Background: an optimization exercise with open tools, aiming at small area, a short achievable clock period and few clock cycles per item. Do not read the settings as production practice. No run shown here included a check of the RTL's function; only the layout flow was run.

<file path="flow/config.mk">
export PLATFORM = sky130hd
export DESIGN_NAME = outlier_rejecting_moving_average_core
export DESIGN_NICKNAME = outlier_rejecting_moving_average_core
export VERILOG_FILES = /design/flow/design.v
export SDC_FILE = /design/flow/constraint.sdc
export NUM_CORES = 4
export LEC_CHECK = 0
export CAP_MARGIN = 20
export CORE_MARGIN = 2
export CORE_UTILIZATION = 40
export SLEW_MARGIN = 20
</file>
<file path="flow/constraint.sdc">
create_clock -name core_clock -period 8.0 [get_ports {clk}]
set_input_delay 1.6000 -clock core_clock [delete_from_list [all_inputs] [get_ports {clk}]]
set_output_delay 1.6000 -clock core_clock [all_outputs]
set_load 0.01 [all_outputs]
</file>
<file path="flow/design.v">
`timescale 1ns / 1ps
`default_nettype none
package orma_pkg;
	localparam int WINDOW      = 10;
	localparam int SAMPLE_BITS = 12;
endpackage
`default_nettype wire
`timescale 1ns / 1ps
`default_nettype none
module outlier_rejecting_moving_average_core (
	input  logic        clk,
	input  logic        arst_n,
	input  logic        in_valid,
	output logic        in_ready,
	input  logic [11:0] in_sample,
	output logic        out_valid,
	input  logic        out_ready,
	output logic [11:0] out_filtered,
	output logic        out_held
);
	localparam int WIN = 10;
	logic adv;
	assign adv      = !out_valid || out_ready;
	assign in_ready = adv;
	logic [9:0] v;
	always_ff @(posedge clk or negedge arst_n) begin
		if (!arst_n) begin
			v <= '0;
		end else if (adv) begin
			v <= {v[8:0], in_valid};
		end
	end
	logic [11:0]    h_q [WIN];
	logic [WIN-1:0] hv_q;
	logic [11:0] s0_q, s1_q, s2_q, s3_q, s4_q;
	logic [15:0] sum_q;
	logic [2:0]  m;
	logic [11:0] old_s;
	assign m = 3'(v[1]) + 3'(v[2]) + 3'(v[3]) + 3'(v[4]);
	always_comb begin
		case (m)
			3'd0:    old_s = hv_q[0] ? h_q[0] : 12'd0;
			3'd1:    old_s = hv_q[1] ? h_q[1] : 12'd0;
			3'd2:    old_s = hv_q[2] ? h_q[2] : 12'd0;
			3'd3:    old_s = hv_q[3] ? h_q[3] : 12'd0;
			default: old_s = hv_q[4] ? h_q[4] : 12'd0;
		endcase
	end
	always_ff @(posedge clk or negedge arst_n) begin
		if (!arst_n) begin
			sum_q <= '0;
			hv_q  <= '0;
		end else if (adv) begin
			if (v[0]) begin
				sum_q <= sum_q + {4'd0, s0_q} - {4'd0, old_s};
			end
			if (v[4]) begin
				hv_q <= {1'b1, hv_q[WIN-1:1]};
			end
		end
	end
	function automatic logic [4:0] div10_step(input logic [3:0] r, input logic b);
		logic [4:0] t;
		t = {r, b};
		if (t >= 5'd10) begin
			div10_step = {1'b1, 4'(t - 5'd10)};
		end else begin
			div10_step = {1'b0, t[3:0]};
		end
	endfunction
	logic [3:0] r2_d, r2_q;
	logic [6:0] aq2_d, aq2_q;
	logic [4:0] slo_q;
	always_comb begin
		logic [3:0] r;
		logic [4:0] st;
		r = sum_q[15:12];
		for (int k = 11; k >= 5; k--) begin
			st = div10_step(r, sum_q[k]);
			aq2_d[k-5] = st[4];
			r = st[3:0];
		end
		r2_d = r;
	end
	logic [11:0] a_d, a_q;
	logic [8:0]  ad_d, ad_q;
	logic        nz_d, nz_q;
	always_comb begin
		logic [3:0] r;
		logic [4:0] st;
		r = r2_q;
		a_d[11:5] = aq2_q;
		for (int k = 4; k >= 0; k--) begin
			st = div10_step(r, slo_q[k]);
			a_d[k] = st[4];
			r = st[3:0];
		end
		r = {1'b0, a_d[11:9]};
		for (int k = 8; k >= 0; k--) begin
			st = div10_step(r, a_d[k]);
			ad_d[k] = st[4];
			r = st[3:0];
		end
		nz_d = (r != 4'd0);
	end
	logic [12:0] u_q;
	logic [11:0] l_q;
	function automatic logic lt13(input logic [12:0] a, input logic [12:0] b);
		logic c;
		c = 1'b0;
		for (int i = 0; i < 13; i++) begin
			c = b[i] ? (~a[i] | c) : (~a[i] & c);
		end
		lt13 = c;
	endfunction
	function automatic logic in_band(input logic [11:0] x, input logic [12:0] u,
			input logic [11:0] l);
		in_band = lt13({1'b0, x}, u) && lt13({1'b0, l}, {1'b0, x});
	endfunction
	logic [WIN-1:0] f_d, f_q;
	always_comb begin
		for (int i = 0; i < WIN - 1; i++) begin
			f_d[i] = hv_q[i+1] && in_band(h_q[i+1], u_q, l_q);
		end
		f_d[WIN-1] = in_band(s4_q, u_q, l_q);
	end
	logic [14:0] ta_d, tb_d, ta_q, tb_q;
	logic [3:0]  c_d, c6_q;
	always_comb begin
		ta_d = '0;
		tb_d = '0;
		c_d  = '0;
		for (int i = 0; i < WIN / 2; i++) begin
			ta_d = ta_d + (f_q[i] ? {3'd0, h_q[i]} : 15'd0);
			tb_d = tb_d + (f_q[i+WIN/2] ? {3'd0, h_q[i+WIN/2]} : 15'd0);
		end
		for (int i = 0; i < WIN; i++) begin
			c_d = c_d + 4'(f_q[i]);
		end
	end
	function automatic logic [15:0] divn(input logic [15:0] rd, input logic [3:0] c,
			input int n);
		logic [3:0]  r;
		logic [11:0] d;
		logic [5:0]  t;
		r = rd[15:12];
		d = rd[11:0];
		for (int k = 0; k < n; k++) begin
			t = {1'b0, r, d[11]} - {2'b0, c};
			if (!t[5]) begin
				r = t[3:0];
				d = {d[10:0], 1'b1};
			end else begin
				r = {r[2:0], d[11]};
				d = {d[10:0], 1'b0};
			end
		end
		divn = {r, d};
	endfunction
	logic [15:0] t_d;
	logic [15:0] q7_d, q8_d, q9_d, q10_d;
	logic [15:0] x7_q, x8_q, x9_q;
	logic [3:0]  c7_q, c8_q, c9_q;
	assign t_d   = {1'b0, ta_q} + {1'b0, tb_q};
	assign q7_d  = divn(t_d, c6_q, 2);
	assign q8_d  = divn(x7_q, c7_q, 4);
	assign q9_d  = divn(x8_q, c8_q, 4);
	assign q10_d = divn(x9_q, c9_q, 2);
	always_ff @(posedge clk) begin
		if (adv) begin
			s0_q  <= in_sample;
			s1_q  <= s0_q;
			s2_q  <= s1_q;
			s3_q  <= s2_q;
			s4_q  <= s3_q;
			r2_q  <= r2_d;
			aq2_q <= aq2_d;
			slo_q <= sum_q[4:0];
			a_q   <= a_d;
			ad_q  <= ad_d;
			nz_q  <= nz_d;
			u_q   <= {1'b0, a_q} + {4'd0, ad_q};
			l_q   <= a_q - {3'd0, ad_q} - {11'd0, nz_q};
			f_q   <= f_d;
			ta_q  <= ta_d;
			tb_q  <= tb_d;
			c6_q  <= c_d;
			x7_q  <= q7_d;
			c7_q  <= c6_q;
			x8_q  <= q8_d;
			c8_q  <= c7_q;
			x9_q  <= q9_d;
			c9_q  <= c8_q;
		end
	end
	always_ff @(posedge clk) begin
		if (adv && v[4]) begin
			for (int i = 0; i < WIN - 1; i++) begin
				h_q[i] <= h_q[i+1];
			end
			h_q[WIN-1] <= s4_q;
		end
	end
	always_ff @(posedge clk or negedge arst_n) begin
		if (!arst_n) begin
			out_valid    <= 1'b0;
			out_filtered <= '0;
			out_held     <= 1'b0;
		end else if (adv) begin
			out_valid <= v[9];
			if (v[9]) begin
				out_held <= (c9_q == 4'd0);
				if (c9_q != 4'd0) begin
					out_filtered <= q10_d[11:0];
				end
			end
		end
	end
endmodule
`default_nettype wire
</file>
<file path="flow/run.sh">
#!/bin/bash
# synth_recipe.tcl (not shown) runs the flow's synth.tcl, then flattens the netlist and writes it again
# the make line also repeats each setting of config.mk as NAME=value (left out here)
make -C /OpenROAD-flow-scripts/flow DESIGN_CONFIG=/design/flow/config.mk WORK_HOME=/design/flow/orfs CLKGATE_MAP_FILE= SYNTH_SCRIPT=/design/flow/synth_recipe.tcl finish
</file>
==> results of run 1 <==
[layer usage]
layer	share of wire [%]	vias up
li1	-	8036
met1	43	8074
met2	50	295
met3	3.9	86
met4	2.7	0
met5	0	-
[through the flow]
stage	worst slack, ns	util (%)
floorplan	0.00817	-
global placement	0.0414	42.6
detailed placement	-0.392	42.6
CTS	0.0141	45.4
global route	-0.0881	45.6
finish	0.249	45.6
[synth_stat cells, drive strengths merged, types with 10 or more instances]
cell,count
inv,350
edfxtp,346
maj3,186
nand2,179
ha,160
nor2,113
o21ai,108
a21oi,107
fa,104
xnor2,67
dfrtp,50
clkbuf,46
and2,37
mux2,37
a21o,25
o21bai,24
nand2b,22
xor2,22
a221oi,18
nor2b,18
nor3,18
mux2i,16
a222oi,12
nand3,12
o21a,12
a21boi,11
o22ai,11
a22oi,10
a31oi,10
[worst paths after layout]
path                          start               to  slack, ns  cells past startpoint
setup / recovery           aq2_q[4]             nz_q       0.25                     40
max in group asynchronous    arst_n        sum_q[10]       6.21                      2
hold / removal              s2_q[8]          s3_q[8]       0.42                      0
min in group asynchronous    arst_n  out_filtered[0]       1.18                      2
setup reg to reg           aq2_q[4]             nz_q       0.25                     40
hold reg to reg             s2_q[8]          s3_q[8]       0.42                      0
[timing repair]
item,CTS,global route
setup buffers,13,7
endpoints found under the setup margin,2,2
pin swaps,8,13
gates resized for setup,17,23
[state kept, by name, summed over array words and instances (netlist names), 13 cells and up]
name   count
h_q      120
sum_q     16
ta_q      15
tb_q      15
u_q       13
x7_q      16
x8_q      16
x9_q      16
[critical path: cells and delay by family, from the launching register on]
family	cells	cell delay, ns
flip-flops	1	0.34
AO/OA/AOI/OAI	14	2.21
adder cells (fa/ha/maj)	8	1.55
multiplexers	2	0.40
XOR/XNOR	1	0.17
buffers and inverters	6	0.60
AND/OR/NAND/NOR	9	2.18
[cell type report]
cell class | count | area share, %
timing repair buffer | 77 | 2.26
tap | 846 | 3.68
sequential | 396 | 40.5
clock inverter | 17 | 0.762
clock buffer | 69 | 4.74
multi-input combinational | 1449 | 43.5
inverter | 350 | 4.58
[logic make-up after synthesis]
kind of cell | Yosys count
adder cells (fa/ha/maj) | 450
flip-flops | 396
buffers and inverters | 403
AND/OR/NAND/NOR | 441
multiplexers | 53
AO/OA/AOI/OAI | 416
XOR/XNOR | 89
==> flow_metrics.py, run 1 <==
metrics = {
    "status": {
        "status": "finished clean",
    },
    "clocking": {
        "clock_path_buffers": 3,
        "tritoncts": "built",
        "cts_max_level": 2,
        "clkTransAtPathRegs_ns": 0.06,
        "hold_buffers": 0,
        "cts_buffers": 46,
        "worstSkewPairLatency_ns": 0.59,
        "clock-sinks": 396,
        "clock-root-buffer": "clkbuf_16",
    },
    "routing": {
        "viasPerCell": 5.15,
        "vias": 16491,
        "drtIter0Drc": 1047,
        "finalWirelength_um": 53500,
        "wire_per_inst_um": 16.7,
        "drt_pass1_iterations": 8,
        "drc": 0,
        "ant_nets": 0,
    },
    "grt": {
        "use_met1_pct": 20.3,
        "gr-usage-met2_pct": 29.2,
        "grt-busiest-layer": "met2",
        "grt_overflow": 0,
        "global_route.usage.total_pct": 16.4,
        "antenna_found_initial": 0,
        "grt_max_degree": 76,
        "grt_pass1_wl_um": 86700,
        "grtUsageMet3_pct": 2.37,
        "grt_pass1_vias": 17212,
    },
    "final_layout": {
        "fin_nets": 2600,
        "regArea_sq_um": 11600,
        "multi_input_area_sq_um": 12500,
        "fin_cells": 3204,
        "n_antenna_cell": 0,
        "syn_to_final_growth_pct": 13.1,
        "final_cell_mix": "inv_1 (346), edfxtp_1 (346), nand2_1 (175), ha_1 (151), maj3_1 (131)",
        "num-fill-cells": 5776,
        "post-route-cell-area_sq_um": 28700,
        "drive_gt1_share_pct": 11.8,
    },
    "logic_synthesis": {
        "synthXorXnorAreaFrac_pct": 3.10,
        "synth-edff-count": 346,
        "yosysWarnings": 2,
        "synth_top_area_share_pct": 40.9,
        "async_flop_share_pct": 12.6,
        "synth-compound-area-share_pct": 11.0,
        "syn-mean-instance-area_sq_um": 11.3,
        "yosys-mux-area-fraction_pct": 2.28,
        "netlist_top_cells_area": "edfxtp_1 (41%), fa_1 (8.2%), ha_1 (7.9%)",
        "ys_seq_area_share_pct": 45.8,
        "ys_seq_elements": 396,
        "syn_inst": 2248,
        "ys_dominant_reg_cell": "edfxtp_1",
        "ys_types": 96,
        "synth-simple-area-share_pct": 8.13,
        "synth_top_family_by_area": "adder cells",
        "mappedNetlistArea_sq_um": 25400,
        "synth_fa_ha_area_share_pct": 23.7,
        "synth_nets": 2528,
        "yosys.area.top_type": "edfxtp_1",
    },
    "sta": {
        "finalHoldViolations": 0,
        "timing.final.crit_share_pct": 96.9,
        "fin_setup_tns_ns": 0,
        "fin_crit_ns": 7.75,
        "finalClockSkew_ns": 0.0212,
        "clock.fmax_ghz": 0.129,
        "relSlewSlack_pct": 36.2,
        "maxSlewViolCount": 0,
        "tightest_slew_ns": 0.956,
        "whs_ns": 0.416,
        "finalSetupViolCount": 0,
    },
    "floorplan": {
        "io_pins": 31,
        "die-width_um": 256,
        "die_h_um": 256,
        "num_rows": 92,
        "core_area_sq_um": 63000,
        "die_area_sq_um": 65600,
        "initial_core_util_pct": 40.4,
    },
    "critical_path": {
        "cp.arrival_ns": 8.06,
        "worst_path_most_repeated_cell": "a21oi_4",
        "cpPeakStageDelay_ns": 0.53,
        "worst_setup_path_start_kind": "flop",
        "cp.required_ns": 8.31,
        "endpoint_kind": "flop",
        "crit_path_top_delay_cell": "or4_4",
        "crit_fanout": 8,
        "criticalPathCategory": "reg2reg",
    },
    "place": {
        "hpwl_um": 40000,
        "placed_area_sq_um": 26800,
        "port_buffers": 30,
        "placedCellCount": 3098,
        "place_congestion": 0.830,
    },
    "flow_run": {
        "cap_violations": 0,
    },
    "worst_hold_path": {
        "hold_path.class": "reg2reg",
    },
}
==> inputs of run 2 (changes only) <==
--- a/flow/config.mk
+++ b/flow/config.mk
@@ -7,5 +7,6 @@
 export LEC_CHECK = 0
 export CAP_MARGIN = 20
 export CORE_MARGIN = 2
-export CORE_UTILIZATION = 40
+export CORE_UTILIZATION = 60
+export SETUP_SLACK_MARGIN = 3.5
 export SLEW_MARGIN = 20
==> run 2 against run 1 <==
Compared with the run above: register-to-register slack better by 0.28 ns; flip-flop and latch count is the same; cell area increased by 13%; area after synthesis stayed put; cell count decreased by 1.4%; still clean on timing, DRC and antenna; synthesized cell count unchanged; fmax increased by 3.7%; worst setup slack improved by 0.28 ns; routed wire length rose by 18%.
==> flow_metrics.py, run 2 <==
metrics = {
    "routing": {
        "drt_pass1_iterations": 5,
        "drc": 0,
        "ant_nets": 0,
        "vias": 18322,
        "finalWirelength_um": 63300,
        "wire_per_inst_um": 20.0,
        "viasPerCell": 5.80,
        "drtIter0Drc": 1378,
    },
    "logic_synthesis": {
        "synth-edff-count": 346,
        "ys_top_cells_by_count": "inv_1 (349), edfxtp_1 (346), nand2_1 (177), ha_1 (160), maj3_1 (131)",
        "syn_inst": 2248,
        "netlist_top_cells_area": "edfxtp_1 (41%), fa_1 (8.2%), ha_1 (7.9%)",
        "yosysMostFrequentCell": "inv_1",
        "synth_nets": 2528,
        "mappedNetlistArea_sq_um": 25400,
        "yosys.area.top_type": "edfxtp_1",
        "ys_dominant_reg_cell": "edfxtp_1",
        "async_flop_share_pct": 12.6,
        "syn-mean-instance-area_sq_um": 11.3,
        "synth_top_area_share_pct": 40.9,
        "ys_types": 96,
        "yosysWarnings": 2,
        "ys_seq_area_share_pct": 45.8,
        "ys_seq_elements": 396,
    },
    "critical_path": {
        "cp.arrival_ns": 7.79,
        "worst_setup_path_start_kind": "flop",
        "crit_path_start": "aq2_q[5]",
        "cp.required_ns": 8.32,
        "cpPeakStageDelay_ns": 0.54,
        "endpoint_kind": "flop",
        "worst_path_most_repeated_cell": "ha_4",
        "crit_fanout": 8,
        "crit_path_top_delay_cell": "or4_4",
        "r2r-start": "aq2_q[5]",
        "criticalPathCategory": "reg2reg",
    },
    "sta": {
        "rsz0062_at_grt": "true",
        "tightest_slew_ns": 0.876,
        "finalHoldViolations": 0,
        "timing.final.crit_share_pct": 93.4,
        "setup_ws_ns": 0.525,
        "clock.fmax_ghz": 0.134,
        "fin_crit_ns": 7.47,
        "finalClockSkew_ns": 0.0172,
        "relSlewSlack_pct": 41.6,
        "maxSlewViolCount": 0,
        "finalSetupViolCount": 0,
    },
    "floorplan": {
        "die-width_um": 210,
        "die_h_um": 210,
        "io_pins": 31,
        "num_rows": 75,
        "die_area_sq_um": 44000,
        "core_area_sq_um": 41900,
        "initial_core_util_pct": 60.7,
    },
    "final_layout": {
        "regMostFlops": "h_q",
        "n_antenna_cell": 0,
        "final_cell_mix": "edfxtp_1 (346), inv_1 (318), buf_4 (252), nand2_1 (154), maj3_2 (150)",
        "largest_register_ffs": 120,
        "post-route-cell-area_sq_um": 32500,
        "syn_to_final_growth_pct": 28.0,
        "final_common_cell": "edfxtp_1",
        "fin_nets": 2865,
        "drive_gt1_share_pct": 35.7,
        "fin_cells": 3160,
    },
    "place": {
        "placed_area_sq_um": 26900,
        "place_congestion": 0.898,
        "hpwl_um": 40400,
        "post-place-ws_ns": -0.0155,
        "placedCellCount": 2777,
        "port_buffers": 30,
    },
    "clocking": {
        "clkTransAtPathRegs_ns": 0.06,
        "clock-sinks": 396,
        "clock_path_buffers": 3,
        "clock-root-buffer": "clkbuf_16",
        "worstSkewPairLatency_ns": 0.58,
        "cts_buffers": 45,
        "tritoncts": "built",
        "cts_max_level": 2,
    },
    "grt": {
        "grt_max_degree": 68,
        "global_route.usage.total_pct": 28.7,
        "antenna_found_initial": 0,
        "grt_overflow": 0,
        "grt_pass1_wl_um": 98700,
        "grt_pass1_vias": 19299,
    },
    "status": {
        "status": "finished clean",
    },
    "flow_run": {
        "cap_violations": 0,
    },
    "worst_hold_path": {
        "min_from": "s2_q[1]",
        "hold_path.class": "reg2reg",
    },
}
==> run 2: cell counts after synthesis <==
No cell type changed its count.
==> run 2: metrics by stage <==
step | util, % | TNS (ns) | hold WS [ns]
after floorplan | - | 0 | 0.400
after global placement | 64.2 | 0 | 0.401
after detailed placement | 64.2 | -0.0155 | 0.405
after CTS | 74.3 | 0 | 0.415
after global routing | 77.7 | 0 | 0.421
final | 77.7 | 0 | 0.416
==> run 2: metal layers <==
metal | global-route usage, % | share of wire, % | vias to the layer above
met5 | 0 | 0 | -
met4 | 11.4 | 4.3 | 0
met3 | 3.98 | 4.3 | 148
met2 | 53.3 | 53 | 491
met1 | 33.3 | 38 | 9111
li1 | - | - | 8572
==> run 2: cell type report <==
cell class	count	area [sq um]
inverter	350	1340
clock buffer	64	1310
fill	2623	9330
timing repair buffer	339	2870
multi-input combinational	1453	14400
clock inverter	19	285
sequential	396	11600
tap	539	674
==> run 2: cells by family (layout without fill, tap and decap cells) <==
kind of cell	after synthesis	count (layout)	share of synthesized area [%]
AO/OA/AOI/OAI	416	416	11.0
flip-flops	396	396	45.8
buffers and inverters	403	772	6.02
XOR/XNOR	89	89	3.10
multiplexers	53	53	2.28
AND/OR/NAND/NOR	441	445	8.13
adder cells (fa/ha/maj)	450	450	23.7
==> run 2: critical path: cells and delay by family, from the launching register on <==
kind                     cells  cell delay, ns
flip-flops                   1            0.41
multiplexers                 1            0.19
AO/OA/AOI/OAI               13            2.00
adder cells (fa/ha/maj)      6            1.25
buffers and inverters        5            0.49
AND/OR/NAND/NOR             12            2.65
XOR/XNOR                     1            0.19
==> run 2: final timing paths <==
path,endpoint,slack [ns],cells past startpoint
worst max-delay path,nz_q,0.53,38
worst min-delay path,s3_q[1],0.42,0
worst max register to register,nz_q,0.53,38
worst min register to register,s3_q[1],0.42,0
max in group asynchronous,sum_q[11],5.99,2
min in group asynchronous,out_filtered[0],0.96,1
==> run 2: timing repair <==
action	CTS	global route
pin swaps	267	248
buffers inserted	215	79
cloned	4	2
hold buffers	0	0
resized for setup	284	195
setup endpoints to repair	62	62
==> inputs of run 3 (changes only) <==
--- a/flow/config.mk
+++ b/flow/config.mk
@@ -8,5 +8,5 @@
 export CAP_MARGIN = 20
 export CORE_MARGIN = 2
 export CORE_UTILIZATION = 60
-export SETUP_SLACK_MARGIN = 3.5
+export SETUP_SLACK_MARGIN = 4.5
 export SLEW_MARGIN = 20
==> run 3 against run 2 <==
Compared with the run above: still clean on timing, DRC and antenna; area after synthesis stayed put; routed wire length is 3.3% lower; utilization is 0.37 points higher; global-route usage is 1.3 points lower; non-clock buffer count is 8 lower; first-iteration DRC count is 18% lower; fmax is 0.69% higher; die area stayed put; register-to-register slack better by 0.05 ns; critical path type unchanged; critical endpoint unchanged; highest routed layer unchanged.
==> flow_metrics.py, run 3 <==
metrics = {
    "final_layout": {
        "syn_to_final_growth_pct": 28.6,
        "regMostFlops": "h_q",
        "fin_nets": 2857,
        "final_cell_mix": "edfxtp_1 (346), inv_1 (313), buf_4 (231), nand2_1 (157), maj3_2 (151)",
        "final_common_cell": "edfxtp_1",
        "drive_gt1_share_pct": 35.9,
        "utilization_pct": 78.1,
        "largest_register_ffs": 120,
        "n_antenna_cell": 0,
    },
    "floorplan": {
        "core_area_sq_um": 41900,
        "io_pins": 31,
        "num_rows": 75,
        "die_area_sq_um": 44000,
        "die-width_um": 210,
        "initial_core_util_pct": 60.7,
        "die_h_um": 210,
    },
    "logic_synthesis": {
        "netlist_top_cells_area": "edfxtp_1 (41%), fa_1 (8.2%), ha_1 (7.9%)",
        "syn-mean-instance-area_sq_um": 11.3,
        "ys_seq_elements": 396,
        "ys_top_cells_by_count": "inv_1 (349), edfxtp_1 (346), nand2_1 (177), ha_1 (160), maj3_1 (131)",
        "synth_nets": 2528,
        "ys_seq_area_share_pct": 45.8,
        "async_flop_share_pct": 12.6,
        "yosysMostFrequentCell": "inv_1",
        "yosysWarnings": 2,
        "ys_dominant_reg_cell": "edfxtp_1",
        "mappedNetlistArea_sq_um": 25400,
        "ys_types": 96,
        "synth-edff-count": 346,
        "syn_inst": 2248,
        "synth_top_area_share_pct": 40.9,
        "yosys.area.top_type": "edfxtp_1",
    },
    "sta": {
        "finalHoldViolations": 0,
        "finalClockSkew_ns": 0.0207,
        "rsz0062_at_grt": "true",
        "timing.final.crit_share_pct": 92.8,
        "fin_crit_ns": 7.42,
        "relSlewSlack_pct": 50.6,
        "setup_ws_ns": 0.577,
        "whs_ns": 0.414,
        "maxSlewViolCount": 0,
        "clock.fmax_ghz": 0.135,
        "finalSetupViolCount": 0,
        "tightest_slew_ns": 0.739,
        "fin_setup_tns_ns": 0,
    },
    "clocking": {
        "clock_path_buffers": 3,
        "clkTransAtPathRegs_ns": 0.06,
        "worstSkewPairLatency_ns": 0.58,
        "clock-root-buffer": "clkbuf_16",
        "cts_buffers": 47,
        "clock-sinks": 396,
        "hold_buffers": 0,
        "cts_max_level": 2,
        "tritoncts": "built",
    },
    "routing": {
        "wire_per_inst_um": 19.4,
        "drtIter0Drc": 1128,
        "ant_nets": 0,
        "vias": 18172,
        "drt_pass1_iterations": 6,
        "viasPerCell": 5.76,
        "finalWirelength_um": 61200,
        "drc": 0,
    },
    "critical_path": {
        "cp.required_ns": 8.31,
        "cpPeakStageDelay_ns": 0.55,
        "critical-path-top-delay-family": "compound AO/OA/AOI/OAI gates",
        "crit_path_top_delay_cell": "or4_4",
        "endpoint_kind": "flop",
        "worst_path_most_repeated_cell": "ha_4",
        "criticalPathCategory": "reg2reg",
        "crit_fanout": 6,
        "cp_num_buf_inv": 5,
        "worst_setup_path_start_kind": "flop",
        "cp.arrival_ns": 7.73,
    },
    "flow_run": {
        "cap_violations": 0,
    },
    "grt": {
        "grt_overflow": 0,
        "global_route.usage.total_pct": 27.4,
        "grt_max_degree": 66,
        "grt_pass1_vias": 18891,
        "antenna_found_initial": 0,
        "grt_pass1_wl_um": 95300,
    },
    "place": {
        "port_buffers": 30,
        "hpwl_um": 40300,
        "place_congestion": 0.849,
        "post-place-ws_ns": 0.00862,
    },
    "worst_hold_path": {
        "hold_path.class": "reg2reg",
    },
    "status": {
        "status": "finished clean",
    },
}
run 3: cell counts after synthesis:
Identical to the previous run, type by type.
run 3: worst paths after layout:
kind	startpoint	slack (ns)	endpoint	cells after the start
worst min-delay path	s1_q[2]	0.41	s2_q[2]	0
max in group asynchronous	arst_n	5.93	sum_q[11]	2
min in group asynchronous	arst_n	1.01	out_filtered[1]	1
worst max register to register	aq2_q[4]	0.58	nz_q	38
worst max-delay path	aq2_q[4]	0.58	nz_q	38
worst min register to register	s1_q[2]	0.41	s2_q[2]	0
run 3: kinds of logic (layout without fill, tap and decap cells):
family / after synthesis / after routing / synth area share (%)
muxes: 53 / 53 / 2.28
AOI/OAI and AO/OA: 416 / 416 / 11.0
xor gates and xnor gates: 89 / 89 / 3.10
and+or+nand+nor: 441 / 443 / 8.13
buffers and inverters: 403 / 767 / 6.02
adders and majority gates: 450 / 450 / 23.7
DFF: 396 / 396 / 45.8
run 3: area by class of cell:
class / count / area (sq um)
inverter: 350 / 1330
tap: 539 / 674
timing repair buffer: 331 / 2950
fill: 2558 / 9170
sequential: 396 / 11600
multi-input combinational: 1451 / 14500
clock inverter: 24 / 228
clock buffer: 62 / 1330
run 3: timing repair:
item                                    in CTS  in global routing
setup buffers                              207                 78
gates cloned                                 3                  2
hold endpoints to repair                     0                  0
endpoints found under the setup margin     317                258
resized for setup                          238                152
pin swaps                                  242                189
run 3: routing by layer:
layer / GRT usage (%) / wire, um / vias up / part of all wire (%)
li1: - / - / 8549 / -
met1: 31.8 / 23600 / 8993 / 38
met2: 51.5 / 32800 / 476 / 54
met3: 2.90 / 2300 / 154 / 3.8
met4: 11.1 / 2590 / 0 / 4.2
met5: 0 / 0 / - / 0
run 3: metrics by stage:
stage | std cells | area [sq um]
finish | 3153 | 32700
global route | 3153 | 32700
CTS | 3073 | 31400
detailed placement | 2777 | 27100
global placement | 2777 | 27100
floorplan | 2248 | 26400

-- static timing again, ports no longer ideal --
Ports are ideal in the flow. The routed layouts listed here were re-timed in OpenROAD. Step 1 (the two cells are an assumption about what drives the block):
set clk [get_ports {clk}]
set_driving_cell -lib_cell sky130_fd_sc_hd__clkbuf_16 $clk
set_driving_cell -lib_cell sky130_fd_sc_hd__buf_2 [delete_from_list [all_inputs] $clk]
Step 2 moves the port delays by t, midway between the first and last clock arrival at a register: inputs arrive t later, outputs are due t later. That takes back most of the time a late clock gives input paths. Three values: ideal, step 1, step 2; two values: the first two.
run	t (ns)	setup WS [ns]	hold slack, ns	worst setup path at the end	cell pins on the clock port's net
run 1	0.630	0.249 / 0.249 / 0.249	0.416 / 0.416 / 0.416	register to register	1
run 2	0.635	0.525 / 0.525 / 0.525	0.416 / 0.416 / 0.416	register to register	1
run 3	0.621	0.577 / 0.577 / 0.577	0.414 / 0.414 / 0.414	register to register	1
After both steps every run listed still meets setup and hold.
